This is an optimization exercise on Yosys and OpenROAD, whose aim is small area, a short achievable clock period and few clock cycles per item, not a production implementation.
In this exercise RTL edits were held to simulation tests only and were not proved equivalent to the original.
Power figures rest on the tool's default switching activity, not on a simulated workload.

### flow/design.v
package pst_pkg;
  localparam int BURST_W = 16;
  localparam int PRIO_W  = 8;
  localparam int ID_W    = 4;
  localparam int TIME_W  = 20;
  localparam int AVG_W   = 28;
  localparam int FRAC_W  = 8;
  localparam logic [TIME_W-1:0] TIME_MAX = '1;
  localparam logic [AVG_W-1:0]  AVG_MAX  = '1;
  typedef struct packed {
    logic              valid;
    logic [PRIO_W-1:0]  prio;
    logic [BURST_W-1:0] burst;
    logic [ID_W-1:0]    id;
  } job_t;
  typedef enum logic [1:0] {
    CELL_HOLD,
    CELL_INSERT,
    CELL_SHIFT
  } cell_op_t;
endpackage
import pst_pkg::*;
module pst_cell (
  input  logic     clk,
  input  logic     rst_n,
  input  pst_pkg::cell_op_t op,
  input  pst_pkg::job_t     new_job,
  input  pst_pkg::job_t     left_job,
  input  logic     left_gb,
  input  pst_pkg::job_t     right_job,
  output pst_pkg::job_t     job,
  output logic     gb
);
  pst_pkg::job_t job_r, job_nxt;
  assign gb  = job_r.valid && (new_job.prio < job_r.prio);
  assign job = job_r;
  always_comb begin
    job_nxt = job_r;
    case (op)
      CELL_INSERT: begin
        if (left_gb) begin
          job_nxt = left_job;
        end else if (gb) begin
          job_nxt = new_job;
        end else if (!job_r.valid && left_job.valid) begin
          job_nxt = new_job;
        end
      end
      CELL_SHIFT: job_nxt = right_job;
      default:    job_nxt = job_r;
    endcase
  end
  always_ff @(posedge clk) begin
    if (!rst_n) begin
      job_r <= '0;
    end else begin
      job_r <= job_nxt;
    end
  end
endmodule
module pst_div #(
  parameter int DW = 32,
  parameter int NW = 5
) (
  input  logic          clk,
  input  logic          rst_n,
  input  logic          start,
  input  logic [DW-1:0] dividend,
  input  logic [NW-1:0] divisor,
  output logic          done,
  output logic [DW-1:0] quotient
);
  localparam int CW = $clog2(DW + 1);
  logic [DW-1:0] quo_r;
  logic [NW-1:0] rem_r;
  logic [NW-1:0] den_r;
  logic [CW-1:0] cnt_r;
  logic          busy_r;
  logic          done_r;
  logic [NW:0]   rem_sh;
  logic [NW:0]   diff;
  logic          ge;
  assign rem_sh   = {rem_r, quo_r[DW-1]};
  assign diff     = rem_sh - {1'b0, den_r};
  assign ge       = rem_sh >= {1'b0, den_r};
  assign done     = done_r;
  assign quotient = quo_r;
  always_ff @(posedge clk) begin
    if (!rst_n) begin
      busy_r <= 1'b0;
      done_r <= 1'b0;
      cnt_r  <= '0;
    end else if (start) begin
      busy_r <= 1'b1;
      done_r <= 1'b0;
      cnt_r  <= CW'(DW);
      quo_r  <= dividend;
      rem_r  <= '0;
      den_r  <= divisor;
    end else if (busy_r) begin
      quo_r <= {quo_r[DW-2:0], ge};
      rem_r <= ge ? diff[NW-1:0] : rem_sh[NW-1:0];
      cnt_r <= cnt_r - 1'b1;
      if (cnt_r == CW'(1)) begin
        busy_r <= 1'b0;
        done_r <= 1'b1;
      end
    end
  end
endmodule
import pst_pkg::*;
module priority_schedule_timing #(
  parameter int MAX_JOBS = 16
) (
  input  logic               clk,
  input  logic               rst_n,
  input  logic               in_valid,
  output logic               in_ready,
  input  logic [BURST_W-1:0] in_burst_time,
  input  logic [PRIO_W-1:0]  in_priority_req,
  input  logic               in_last_job,
  output logic               out_valid,
  input  logic               out_ready,
  output logic [ID_W-1:0]    out_job_id,
  output logic [PRIO_W-1:0]  out_job_priority,
  output logic [BURST_W-1:0] out_job_burst,
  output logic [TIME_W-1:0]  out_wait_time,
  output logic [TIME_W-1:0]  out_turnaround_time,
  output logic               out_last_row,
  output logic [AVG_W-1:0]   out_avg_wait_q8,
  output logic [AVG_W-1:0]   out_avg_turnaround_q8,
  output logic               out_jobs_dropped
);
  localparam int NW  = $clog2(MAX_JOBS + 1);
  localparam int EW  = BURST_W + NW;
  localparam int SW  = TIME_W + NW;
  localparam int DW  = SW + FRAC_W;
  localparam int IXW = $clog2(MAX_JOBS);
  localparam int JW  = 1 + PRIO_W + BURST_W + ID_W;
  typedef enum logic [1:0] {S_LOAD, S_SUM, S_DIV, S_EMIT} state_t;
  state_t        state_r;
  logic [NW-1:0] count_r;
  logic          ovf_r;
  logic [NW-1:0] left_r;
  logic [IXW-1:0] idx_r;
  logic [EW-1:0] el_r;
  logic [SW-1:0] wsum_r;
  logic [SW-1:0] tsum_r;
  logic          div_start;
  logic          div_go_r;
  logic          wdone, tdone;
  logic [DW-1:0] wq, tq;
  logic [MAX_JOBS*JW-1:0] chain;
  logic [MAX_JOBS-1:0] gbv;
  pst_pkg::job_t     head;
  pst_pkg::job_t     new_job;
  pst_pkg::job_t     tail_in;
  pst_pkg::cell_op_t op;
  logic in_acc;
  logic out_load;
  logic [TIME_W-1:0] w_cur;
  logic [TIME_W:0]   t_raw;
  logic [TIME_W-1:0] t_cur;
  logic               out_v_r;
  logic [ID_W-1:0]    o_id_r;
  logic [PRIO_W-1:0]  o_prio_r;
  logic [BURST_W-1:0] o_burst_r;
  logic [TIME_W-1:0]  o_wait_r, o_turn_r;
  logic               o_last_r, o_drop_r;
  logic [AVG_W-1:0]   o_aw_r, o_at_r;
  assign in_ready    = (state_r == S_LOAD);
  assign in_acc      = in_valid && in_ready;
  assign out_load    = (state_r == S_EMIT) && (!out_v_r || out_ready);
  assign new_job = {1'b1, in_priority_req, in_burst_time, ID_W'(count_r)};
  always_comb begin
    op = CELL_HOLD;
    if (in_acc && (count_r < NW'(MAX_JOBS))) begin
      op = CELL_INSERT;
    end else if (state_r == S_SUM || out_load) begin
      op = CELL_SHIFT;
    end
  end
  assign head = chain[0 +: JW];
  always_comb begin
    tail_in = head;
    if (state_r != S_SUM) begin
      tail_in.valid = 1'b0;
    end
  end
  for (genvar i = 0; i < MAX_JOBS; i++) begin : g_cell
    pst_pkg::job_t lj, rj;
    logic lg;
    if (i == 0) begin : g_head
      always_comb begin
        lj       = new_job;
        lj.valid = 1'b1;
      end
      assign lg = 1'b0;
    end else begin : g_mid
      assign lj = chain[(i-1)*JW +: JW];
      assign lg = gbv[i-1];
    end
    if (i == MAX_JOBS - 1) begin : g_tail
      assign rj = tail_in;
    end else begin : g_body
      assign rj = chain[(i+1)*JW +: JW];
    end
    pst_cell u_cell (
      .clk      (clk),
      .rst_n    (rst_n),
      .op       (op),
      .new_job  (new_job),
      .left_job (lj),
      .left_gb  (lg),
      .right_job(rj),
      .job      (chain[i*JW +: JW]),
      .gb       (gbv[i])
    );
  end
  assign w_cur = (el_r > EW'(TIME_MAX)) ? TIME_MAX : TIME_W'(el_r);
  assign t_raw = {1'b0, w_cur} + (TIME_W + 1)'(head.burst);
  assign t_cur = t_raw[TIME_W] ? TIME_MAX : t_raw[TIME_W-1:0];
  assign div_start = (state_r == S_SUM) && (idx_r == IXW'(MAX_JOBS - 1));
  pst_div #(.DW(DW), .NW(NW)) u_wdiv (
    .clk(clk), .rst_n(rst_n), .start(div_go_r),
    .dividend({wsum_r, FRAC_W'(0)}), .divisor(count_r),
    .done(wdone), .quotient(wq)
  );
  pst_div #(.DW(DW), .NW(NW)) u_tdiv (
    .clk(clk), .rst_n(rst_n), .start(div_go_r),
    .dividend({tsum_r, FRAC_W'(0)}), .divisor(count_r),
    .done(tdone), .quotient(tq)
  );
  always_ff @(posedge clk) begin
    if (!rst_n) begin
      state_r  <= S_LOAD;
      count_r  <= '0;
      ovf_r    <= 1'b0;
      out_v_r  <= 1'b0;
      idx_r    <= '0;
      left_r   <= '0;
      div_go_r <= 1'b0;
    end else begin
      div_go_r <= div_start;
      if (out_load) begin
        out_v_r <= 1'b1;
      end else if (out_ready) begin
        out_v_r <= 1'b0;
      end
      case (state_r)
        S_LOAD: begin
          if (in_acc) begin
            if (count_r < NW'(MAX_JOBS)) begin
              count_r <= count_r + 1'b1;
            end else begin
              ovf_r <= 1'b1;
            end
            if (in_last_job) begin
              state_r <= S_SUM;
              idx_r   <= '0;
              el_r    <= '0;
              wsum_r  <= '0;
              tsum_r  <= '0;
            end
          end
        end
        S_SUM: begin
          if (head.valid) begin
            el_r   <= el_r + EW'(head.burst);
            wsum_r <= wsum_r + SW'(w_cur);
            tsum_r <= tsum_r + SW'(t_cur);
          end
          idx_r <= idx_r + 1'b1;
          if (div_start) begin
            state_r <= S_DIV;
          end
        end
        S_DIV: begin
          if (!div_go_r && wdone && tdone) begin
            state_r <= S_EMIT;
            el_r    <= '0;
            left_r  <= count_r;
          end
        end
        S_EMIT: begin
          if (out_load) begin
            el_r   <= el_r + EW'(head.burst);
            left_r <= left_r - 1'b1;
            if (left_r == NW'(1)) begin
              state_r <= S_LOAD;
              count_r <= '0;
              ovf_r   <= 1'b0;
            end
          end
        end
        default: state_r <= S_LOAD;
      endcase
      if (out_load) begin
        o_id_r    <= head.id;
        o_prio_r  <= head.prio;
        o_burst_r <= head.burst;
        o_wait_r  <= w_cur;
        o_turn_r  <= t_cur;
        o_last_r  <= (left_r == NW'(1));
        o_drop_r  <= ovf_r;
        if (left_r == NW'(1)) begin
          o_aw_r <= (wq > DW'(AVG_MAX)) ? AVG_MAX : AVG_W'(wq);
          o_at_r <= (tq > DW'(AVG_MAX)) ? AVG_MAX : AVG_W'(tq);
        end else begin
          o_aw_r <= '0;
          o_at_r <= '0;
        end
      end
    end
  end
  assign out_valid             = out_v_r;
  assign out_job_id            = o_id_r;
  assign out_job_priority      = o_prio_r;
  assign out_job_burst         = o_burst_r;
  assign out_wait_time         = o_wait_r;
  assign out_turnaround_time   = o_turn_r;
  assign out_last_row          = o_last_r;
  assign out_avg_wait_q8       = o_aw_r;
  assign out_avg_turnaround_q8 = o_at_r;
  assign out_jobs_dropped      = o_drop_r;
endmodule
### flow/run.sh
#!/bin/bash
# synth_recipe.tcl (not shown) runs the flow's synth.tcl, then flattens the netlist and writes it again
# the make line also repeats each setting of config.mk as NAME=value (left out here)
make -C /OpenROAD-flow-scripts/flow DESIGN_CONFIG=/design/flow/config.mk WORK_HOME=/design/flow/orfs CLKGATE_MAP_FILE= SYNTH_SCRIPT=/design/flow/synth_recipe.tcl finish
### flow/config.mk
export PLATFORM = sky130hd
export DESIGN_NAME = priority_schedule_timing
export DESIGN_NICKNAME = priority_schedule_timing
export VERILOG_FILES = /design/flow/design.v
export SDC_FILE = /design/flow/constraint.sdc
export NUM_CORES = 4
export LEC_CHECK = 0
export CAP_MARGIN = 20
export CORE_MARGIN = 2
export CORE_UTILIZATION = 40
export SLEW_MARGIN = 20
### flow/constraint.sdc
create_clock -name core_clock -period 6.0 [get_ports {clk}]
set_input_delay 1.2000 -clock core_clock [delete_from_list [all_inputs] [get_ports {clk}]]
set_output_delay 1.2000 -clock core_clock [all_outputs]
set_load 0.01 [all_outputs]
==> metrics.cfg <==
[outcome]
status = no timing/DRC/antenna violations

[synthesis]
avgSynthCellArea_um2 = 9.60
synthCells = 4488
synth_edf_count = 278
postSynthNetCount = 4729
synth-seq-cells = 777
synth_top_area_share_pct = 23.2
synth_cell_type_count = 93
ys_top_cells_by_area = dfxtp_1, edfxtp_1, mux2i_1
synth_flop_cell = dfxtp_1
yosysWarnings = 3
synthesis.area_um2 = 43100
async_reset_ff_share_pct = 0
ys_seq_area_share_pct = 42.6
synth_area_leader_cell = dfxtp_1

[sta]
slew-limit-headroom_pct = 27.4
fin_worst_skew_ns = 0.0244
hold_viol_final = 0
drv_slew = 0
rsz0062_at_grt = no
finalSetupTns_ns = 0
max_clock_freq_ghz = 0.189
tightest_slew_ns = 1.09
hold_ws_ns = 0.458
finalCriticalPeriod_ns = 5.29
setup_ws_ns = 0.706
fin_crit_sh_pct = 88.2
setup_viol = 0

[die]
dieWidth_um = 332
rows = 120
die_h_um = 332
dieArea_um2 = 110000
coreArea_um2 = 107000
io_pins = 157
start_util_pct = 40.3

[routing]
dr.pass1.iters = 5
vias_per_cell = 5.68
antenna_left = 0
drtIter0Drc = 2789
wirelength_mm = 125
avgRoutedWirePerCell_um = 20.9
drc_errors = 0
vias = 34100

[worst_setup_path]
critPathMaxFanout = 22
r2r_cells = 21
cp.required_ns = 6.42
reg2reg_from = el_r[20]
worstPathArrival_ns = 5.71
cp-endpoint = tsum_r[22]
crit_type = flip-flop to flip-flop
startpoint = el_r[20]
start_kind = flip-flop
r2r_end = tsum_r[22]
end_kind = flip-flop
rrSetupSlack_ns = 0.71

[clocking]
cts_setup_buffers = 0
clock_latency_ns = 0.67
clockBufferDepth = 3
clock-sinks = 777
ctsHoldBuffers = 0
cts_tree = built
clk_pin_slew_ns = 0.06
cts-resized-gates = 0
cts-root-buf = clkbuf_16
htree_levels = 3
cts_buffers = 89

[global_route]
grt_usage_pct = 22.0
antenna_found_initial = 0
grt_overflow = 0
grt_first_pass_wirelength_mm = 197
grt_pass1_vias = 32600
grt_start_max_net_pins = 107

[power_and_ir_drop]
ir_worst_vdd_uv = 378
leakagePower_nw = 19.0
power.density_nw_per_um2 = 555
p_total_mw = 27.2

[final_layout]
multiInputGateArea_um2 = 22600
syn_to_final_growth_pct = 13.9
fillers = 10100
drive_gt1_share_pct = 9.55
nets = 4760
stdcell_count = 5998
antennaDiodeCount = 0
register_area_um2 = 18300

[run]
drv_cap = 0

[place]
dp.cells = 5831
port_buffers = 156
pre_cts_ws_ns = 0.781
dp.final_hpwl_mm = 85.7
finalWeightedCongestion = 0.873

[min_path]
hold-path-cell-count = 2
hp-class = flip-flop to flip-flop

==> how the worst min path moves through the flow <==
stage / startpoint / end / slack [ns]
after global placement: g_cell[1].u_cell.job_r[25] / g_cell[1].u_cell.job_r[25] / 0.43
after floorplan: count_r[3] / u_tdiv.den_r[3] / 0.41
after global routing: g_cell[14].u_cell.job_r[18] / g_cell[14].u_cell.job_r[18] / 0.49
after detailed placement: g_cell[1].u_cell.job_r[23] / g_cell[1].u_cell.job_r[23] / 0.44
final: g_cell[1].u_cell.job_r[23] / g_cell[1].u_cell.job_r[23] / 0.46
after CTS: g_cell[1].u_cell.job_r[23] / g_cell[1].u_cell.job_r[23] / 0.46
==> Yosys cell counts (all sizes together), types with 15 or more instances <==
| cell | count |
|---|---|
| nor2 | 553 |
| dfxtp | 499 |
| a21oi | 414 |
| mux2i | 337 |
| a22o | 309 |
| edfxtp | 278 |
| nand2 | 265 |
| o21ai | 231 |
| ha | 206 |
| inv | 175 |
| clkbuf | 168 |
| buf | 159 |
| mux2 | 92 |
| nor3 | 89 |
| a311oi | 87 |
| o21a | 79 |
| a21o | 58 |
| nand2b | 44 |
| nor2b | 43 |
| a32o | 42 |
| xor2 | 37 |
| a211oi | 33 |
| xnor2 | 32 |
| nand3 | 27 |
| or2 | 26 |
| a31oi | 15 |
| and2 | 15 |
| o211ai | 15 |
| o31ai | 15 |
==> per-stage QoR <==
stage	cell area, µm²	utilization (%)
finish	49100	45.9
global route	49100	45.9
global placement	45900	43.0
floorplan	43100	-
CTS	49100	45.9
detailed placement	45900	43.0
==> sequential cells by signal (all words and copies together) (netlist names), 2 cells and up <==
| name | count |
|---|---|
| o_burst_r | 16 |
| u_wdiv.quo_r | 33 |
| g_cell.u_cell.job_r | 464 |
| u_tdiv.den_r | 5 |
| wsum_r | 25 |
| u_tdiv.quo_r | 33 |
| o_id_r | 4 |
| o_wait_r | 20 |
| state_r | 2 |
| o_prio_r | 8 |
| u_wdiv.rem_r | 5 |
| tsum_r | 25 |
| u_tdiv.rem_r | 5 |
| o_turn_r | 20 |
| o_aw_r | 28 |
| el_r | 21 |
| u_tdiv.cnt_r | 6 |
| left_r | 5 |
| count_r | 5 |
| o_at_r | 28 |
| idx_r | 4 |
| u_wdiv.cnt_r | 6 |
==> cells by family (layout without fill, tap and decap cells) <==
group                    Yosys count  after routing  synth area share, %
AO/OA/AOI/OAI                   1370           1370                 22.6
XOR/XNOR                          69             69                 1.40
adder cells (fa/ha/maj)          212            212                 6.26
buffers and inverters            503            610                 5.37
flip-flops                       777            777                 42.6
multiplexers                     429            429                 10.2
AND/OR/NAND/NOR                 1128           1128                 11.5
==> layout make-up <==
class | instances | area share, %
multi-input cells | 3208 | 46.1
flip-flops and latches | 777 | 37.4
clock inverters | 48 | 1.20
clock buffers | 119 | 5.14
repair buffers | 267 | 5.24
inverters | 176 | 1.35
well taps | 1403 | 3.58
==> where the power goes <==
group | switching (mW) | internal, mW
Clock | 2.36 | 3.45
Combinational | 7.59 | 5.00
Sequential | 1.56 | 7.28
==> metal layers <==
metal | GRT usage (%) | up-vias | routed length (µm)
li1 | - | 16600 | -
met1 | 31.5 | 16500 | 60300
met5 | 0 | - | 0
met3 | 2.59 | 166 | 5700
met2 | 35.3 | 848 | 56600
met4 | 5.72 | 0 | 2630
==> critical path: stages, from the launching register on <==
cell and delay (ns):
edfxtp_1 0.40, buf_4 0.22, or2_2 0.32, ha_1 0.35
nand2b_1 0.09, a21oi_1 0.26, o211ai_1 0.18, a21oi_1 0.31
nand3_1 0.13, nand2_1 0.12, o21ai_1 0.14, buf_4 0.23
and2_1 0.18, fa_1 0.41, nor2b_1 0.19, o31a_1 0.21
nor3_1 0.10, o21ai_0 0.18, nand3_1 0.19, o21ai_0 0.52
nand3_1 0.16, mux2i_1 0.14
==> cell usage in the layout (no fill, tap or decap), types with 58 or more instances in the layout <==
master             n
nand2_1          262
mux2_2            84
buf_4             96
a22o_1           309
nor3_1            88
nor2_1           541
a21o_1            58
dfxtp_1          498
o21a_1            79
clkdlybuf4s50_1  154
inv_1            174
ha_1             206
a21oi_1          409
o21ai_0          202
edfxtp_1         278
mux2i_1          337
a311oi_1          86
clkbuf_16         92
Testbench counts, summed over its fixed seeds: cycles 21,600, jobs 2,636.

[port drivers added, routing unchanged]
The flow's constraints put no driver on any port. The routed layout listed below was extracted and timed again, unchanged, in two steps. Step 1: set_driving_cell puts a clkbuf_16 on clk and a buf_2 on each other input, an assumption about the parent block. Step 2 times the ports against the registers' clock, not the clock port: input delays grow and output delays shrink by t, the midpoint of the rising clock arrivals with the driver on. Three values: ideal ports, drivers, drivers and shift; two values: the first two.
t (ns): 0.736
setup WS [ns]: 0.706 / 0.706 / 0.706
hold WS [ns]: 0.458 / 0.458 / 0.458
worst register clock-pin slew, ns: 0.06 / 0.06
worst slew at a driven data input, ns: 0.05
After both steps this run still meets setup and hold. For this run, drivers alone change the setup slack by 0.000 ns; drivers and shift together by 0.000 ns.
